Context: an optimization exercise on an open-source flow, tuned for small area, a short achievable clock period and few clock cycles. The choices shown serve that exercise and are no tape-out recipe. At most, simulation tests tie the RTL to the original design; equivalence was not proved.

Setup of job 103:
## mem_unit
module mem_unit (
  input  logic                   clk_in,
  input  logic                   rst_in,
  input  logic                   rdy_in,
  input  logic                   fetch_en,
  input  mem_pkg::addr_t         fetch_addr,
  output logic                   fetch_done,
  output mem_pkg::word_t         fetch_data,
  input  logic                   load_en,
  input  mem_pkg::addr_t         load_addr,
  input  mem_pkg::size_t         load_size,
  output logic                   load_done,
  output mem_pkg::word_t         load_data,
  input  logic                   store_en,
  input  mem_pkg::addr_t         store_addr,
  input  mem_pkg::size_t         store_size,
  input  mem_pkg::word_t         store_data,
  output logic                   store_done,
  input  logic                   flush_in,
  input  logic                   io_buffer_full,
  input  mem_pkg::byte_t         mem_din,
  output mem_pkg::byte_t         mem_dout,
  output mem_pkg::addr_t         mem_a,
  output logic                   mem_wr
);
Size in the first run: ~700 cells after synthesis, about 120 flip-flops, about 260 I/O pins.
==> module mem_unit, before the edit <==
module mem_unit (
  input  logic                   clk_in,
  input  logic                   rst_in,
  input  logic                   rdy_in,
  input  logic                   fetch_en,
  input  mem_pkg::addr_t         fetch_addr,
  output logic                   fetch_done,
  output mem_pkg::word_t         fetch_data,
  input  logic                   load_en,
  input  mem_pkg::addr_t         load_addr,
  input  mem_pkg::size_t         load_size,
  output logic                   load_done,
  output mem_pkg::word_t         load_data,
  input  logic                   store_en,
  input  mem_pkg::addr_t         store_addr,
  input  mem_pkg::size_t         store_size,
  input  mem_pkg::word_t         store_data,
  output logic                   store_done,
  input  logic                   flush_in,
  input  logic                   io_buffer_full,
  input  mem_pkg::byte_t         mem_din,
  output mem_pkg::byte_t         mem_dout,
  output mem_pkg::addr_t         mem_a,
  output logic                   mem_wr
);
  logic        f_out;       
  logic        s_val;       
  logic [15:0] sw;
  logic [2:0]  fc;
  logic [31:0] fa;          
  logic        fdin;        
  logic [1:0]  fdl;
  logic        f_sub;       
  logic        d_busy;
  logic        d_st;        
  logic        d_io;        
  logic [17:0] d_q;         
  logic [1:0]  d_idx;       
  logic [1:0]  d_last;      
  logic [31:0] sd;          
  logic        ldin;        
  logic        l_fin;       
  logic [1:0]  req_size, req_last;
  logic [17:0] req_addr;
  logic        stall;
  logic        d_go;        
  logic        f_new;       
  logic        c_out;       
  logic        f_go0;       
  logic        f_done0;     
  logic [2:0]  fc0;
  logic [15:0] sw0;
  assign req_size = load_en ? load_size : store_size;
  assign req_last = req_size[1] ? 2'd3 : {1'b0, req_size[0]};
  assign req_addr = load_en ? load_addr[17:0] : store_addr[17:0];
  assign stall    = d_st && d_io && io_buffer_full;
  assign d_go     = d_busy && !stall;
  assign c_out    = fetch_en || (f_out && !flush_in);
  assign f_go0    = !d_busy && !fc[2] && (c_out || s_val);
  assign f_done0  = c_out && (fc[2] || (f_go0 && fc == 3'd3));
  assign fc0      = f_done0 ? 3'd0 : fc + {2'd0, f_go0};
  assign sw0      = f_done0 ? sw + 16'd1 : sw;
  assign f_new    = fetch_en && !(s_val && fetch_addr[17:2] == sw);
  assign mem_a    = {14'd0, d_busy ? d_q : {sw, fc[1:0]}};
  assign mem_dout = sd[7:0];
  assign mem_wr   = rdy_in && d_busy && d_st && !stall;
  assign fetch_data = {f_sub ? mem_din : fa[31:24], fa[23:0]};
  assign load_data  = d_last[1] ? {mem_din, sd[31:8]} :
                      d_last[0] ? {16'd0, mem_din, sd[31:24]} : {24'd0, mem_din};
  always_ff @(posedge clk_in)
  begin
    if (fdin)
      fa[8*fdl +: 8] <= mem_din;
    if (rdy_in && store_en)
      sd <= store_data;
    else if ((ldin && !l_fin) || (rdy_in && d_go && d_st))
      sd <= {mem_din, sd[31:8]};
  end
  always_ff @(posedge clk_in)
  begin
    if (rst_in)
    begin
      f_out      <= 1'b0;
      s_val      <= 1'b0;
      fc         <= 3'd0;
      fdin       <= 1'b0;
      f_sub      <= 1'b0;
      ldin       <= 1'b0;
      l_fin      <= 1'b0;
      d_busy     <= 1'b0;
      fetch_done <= 1'b0;
      load_done  <= 1'b0;
      store_done <= 1'b0;
    end
    else if (!rdy_in)
    begin
      fdin  <= 1'b0;
      f_sub <= 1'b0;
      ldin  <= 1'b0;
      l_fin <= 1'b0;
      if (l_fin)
      begin
        d_busy    <= 1'b1;
        load_done <= 1'b0;
      end
    end
    else
    begin
      fetch_done <= 1'b0;
      load_done  <= 1'b0;
      store_done <= 1'b0;
      ldin       <= d_go && !d_st;
      l_fin      <= 1'b0;
      if (load_en || store_en)
      begin
        d_busy <= 1'b1;
        d_st   <= store_en;
        d_io   <= (req_addr[17:16] == mem_pkg::IO_SELECT);
        d_q    <= req_addr;
        d_idx  <= 2'd0;
        d_last <= req_last;
        store_done <= store_en && req_last == 2'd0 &&
                      (req_addr[17:16] != mem_pkg::IO_SELECT);
      end
      else if (d_go)
      begin
        if (d_idx == d_last)
        begin
          d_busy     <= 1'b0;
          load_done  <= !d_st;
          l_fin      <= !d_st;
          store_done <= d_st && d_io;
        end
        else
        begin
          d_q   <= d_q + 18'd1;
          d_idx <= d_idx + 2'd1;
          if (d_st && !d_io && d_idx + 2'd1 == d_last)
            store_done <= 1'b1;  
        end
      end
      fdin       <= f_go0 && !f_new;
      fdl        <= fc[1:0];
      f_sub      <= f_go0 && c_out && fc == 3'd3 && !f_new;
      fetch_done <= f_done0 && !f_new;
      f_out      <= f_new || (c_out && !f_done0);
      fc         <= f_new ? 3'd0 : fc0;
      sw         <= f_new ? fetch_addr[17:2] : sw0;
      if (fetch_en)
        s_val <= 1'b1;
    end
  end
endmodule
export LEC_CHECK = 0
export CAP_MARGIN = 20
export CORE_MARGIN = 2
export CORE_UTILIZATION = 40
export SETUP_SLACK_MARGIN = 2.6
export SLEW_MARGIN = 20
create_clock -name core_clock -period 5.0 [get_ports {clk_in}]
standard.sh (not shown) runs the stock make flow with config.mk's settings and CLKGATE_MAP_FILE= SYNTH_SCRIPT=/design/flow/synth_recipe.tcl, a recipe that flattens the netlist after the stock synthesis.
==> flow/flow/run.sh <==
#!/bin/bash
# Standard layout, with the port buffers made of plain buf_1 cells
# (the default pick is the slower and larger clkdlybuf4s50_1); the
# resizer still sizes them up where timing or slew needs it.
set -euo pipefail
export BUFFER_PORTS_ARGS="-buffer_cell sky130_fd_sc_hd__buf_1"
bash standard.sh > flow_make.log 2>&1
Testbench counts of job 103, summed over its fixed seeds: cycles 66,661.
Edits applied to the flow inputs when going from job 103 to job 102:
--- a/flow/design.v
+++ b/flow/design.v
@@ -38,57 +38,62 @@
   logic        f_out;       
   logic        s_val;       
   logic [15:0] sw;
   logic [2:0]  fc;
   logic [31:0] fa;          
   logic        fdin;        
-  logic [1:0]  fdl;
   logic        f_sub;       
   logic        d_busy;
-  logic        d_st;        
+  logic        d_wr;        
   logic        d_io;        
   logic [17:0] d_q;         
   logic [1:0]  d_idx;       
   logic [1:0]  d_last;      
   logic [31:0] sd;          
   logic        ldin;        
   logic        l_fin;       
   logic [1:0]  req_size, req_last;
   logic [17:0] req_addr;
   logic        stall;
+  logic        n1, n2, n4;  
   logic        d_go;        
   logic        f_new;       
   logic        c_out;       
   logic        f_go0;       
   logic        f_done0;     
   logic [2:0]  fc0;
   logic [15:0] sw0;
   assign req_size = load_en ? load_size : store_size;
   assign req_last = req_size[1] ? 2'd3 : {1'b0, req_size[0]};
   assign req_addr = load_en ? load_addr[17:0] : store_addr[17:0];
-  assign stall    = d_st && d_io && io_buffer_full;
+  assign stall    = d_wr && d_io && io_buffer_full;
   assign d_go     = d_busy && !stall;
   assign c_out    = fetch_en || (f_out && !flush_in);
   assign f_go0    = !d_busy && !fc[2] && (c_out || s_val);
   assign f_done0  = c_out && (fc[2] || (f_go0 && fc == 3'd3));
   assign fc0      = f_done0 ? 3'd0 : fc + {2'd0, f_go0};
   assign sw0      = f_done0 ? sw + 16'd1 : sw;
   assign f_new    = fetch_en && !(s_val && fetch_addr[17:2] == sw);
   assign mem_a    = {14'd0, d_busy ? d_q : {sw, fc[1:0]}};
   assign mem_dout = sd[7:0];
-  assign mem_wr   = rdy_in && d_busy && d_st && !stall;
+  assign mem_wr   = rdy_in && d_wr && !(d_io && io_buffer_full);
   assign fetch_data = {f_sub ? mem_din : fa[31:24], fa[23:0]};
-  assign load_data  = d_last[1] ? {mem_din, sd[31:8]} :
-                      d_last[0] ? {16'd0, mem_din, sd[31:24]} : {24'd0, mem_din};
+  assign n1 = (d_last == 2'd0);
+  assign n2 = (d_last == 2'd1);
+  assign n4 = d_last[1];
+  assign load_data[7:0]   = ({8{n1}} & mem_din) | ({8{n2}} & sd[31:24]) | ({8{n4}} & sd[15:8]);
+  assign load_data[15:8]  = ({8{n2}} & mem_din) | ({8{n4}} & sd[23:16]);
+  assign load_data[23:16] = {8{n4}} & sd[31:24];
+  assign load_data[31:24] = {8{n4}} & mem_din;
   always_ff @(posedge clk_in)
   begin
     if (fdin)
-      fa[8*fdl +: 8] <= mem_din;
+      fa[8*(fc[1:0] - 2'd1) +: 8] <= mem_din;
     if (rdy_in && store_en)
       sd <= store_data;
-    else if ((ldin && !l_fin) || (rdy_in && d_go && d_st))
+    else if ((ldin && !l_fin) || (rdy_in && d_go && d_wr))
       sd <= {mem_din, sd[31:8]};
   end
   always_ff @(posedge clk_in)
   begin
     if (rst_in)
     begin
@@ -97,12 +102,13 @@
       fc         <= 3'd0;
       fdin       <= 1'b0;
       f_sub      <= 1'b0;
       ldin       <= 1'b0;
       l_fin      <= 1'b0;
       d_busy     <= 1'b0;
+      d_wr       <= 1'b0;
       fetch_done <= 1'b0;
       load_done  <= 1'b0;
       store_done <= 1'b0;
     end
     else if (!rdy_in)
     begin
@@ -118,44 +124,44 @@
     end
     else
     begin
       fetch_done <= 1'b0;
       load_done  <= 1'b0;
       store_done <= 1'b0;
-      ldin       <= d_go && !d_st;
+      ldin       <= d_go && !d_wr;
       l_fin      <= 1'b0;
       if (load_en || store_en)
       begin
         d_busy <= 1'b1;
-        d_st   <= store_en;
+        d_wr   <= store_en;
         d_io   <= (req_addr[17:16] == mem_pkg::IO_SELECT);
         d_q    <= req_addr;
         d_idx  <= 2'd0;
         d_last <= req_last;
         store_done <= store_en && req_last == 2'd0 &&
                       (req_addr[17:16] != mem_pkg::IO_SELECT);
       end
       else if (d_go)
       begin
         if (d_idx == d_last)
         begin
           d_busy     <= 1'b0;
-          load_done  <= !d_st;
-          l_fin      <= !d_st;
-          store_done <= d_st && d_io;
+          d_wr       <= 1'b0;
+          load_done  <= !d_wr;
+          l_fin      <= !d_wr;
+          store_done <= d_wr && d_io;
         end
         else
         begin
           d_q   <= d_q + 18'd1;
           d_idx <= d_idx + 2'd1;
-          if (d_st && !d_io && d_idx + 2'd1 == d_last)
+          if (d_wr && !d_io && d_idx + 2'd1 == d_last)
             store_done <= 1'b1;  
         end
       end
       fdin       <= f_go0 && !f_new;
-      fdl        <= fc[1:0];
       f_sub      <= f_go0 && c_out && fc == 3'd3 && !f_new;
       fetch_done <= f_done0 && !f_new;
       f_out      <= f_new || (c_out && !f_done0);
       fc         <= f_new ? 3'd0 : fc0;
       sw         <= f_new ? fetch_addr[17:2] : sw0;
       if (fetch_en)
Findings:
Looking at worst voltage drop across the vdd grid, job 102 sits 0.040 mV below job 103. Between job 102 and job 103, detailed-route via count is lower for job 103, job 102 comes in above that. Job 102 vs job 103, largest family of logic cells by synthesized area: multiplexers vs simple AND/OR/NAND/NOR gates. Sequential cell count | job 102 below job 103. Job 102 ended with more final non-filler cell area than job 103. From job 103 to job 102 the numbers moved as follows: summed negative setup slack over all endpoints was more or less identical; CTS sink count shows a reduction of 2; chip height level.
Function not checked in job 102: the RTL went through the layout flow alone.

port drivers added, routing unchanged:
Ports are ideal in the flow. The routed layouts listed here were re-timed in OpenROAD.
Step 1 assumes that a clkbuf_16 drives the clock port and a buf_2 every other input.
Step 2 moves the port delays by t, midway between the first and last clock arrival at a register: inputs arrive t later, outputs are due t later. That takes back most of the time a late clock gives input paths.
Three values: ideal, step 1, step 2; two values: the first two.
run | t, ns | setup WS [ns] | worst setup path after step 2 | clock arrival spread, ns
job 103 | 0.446 | 2.486 / 2.432 / 2.259 | input to register | 0.010 / 0.010
job 102 | 0.453 | 2.482 / 2.441 / 2.034 | input to register | 0.008 / 0.008
After both steps every run listed still meets setup and hold. The setup slack of job 102, which loses most, moves by -0.041 ns with the drivers and by -0.448 ns with both steps.
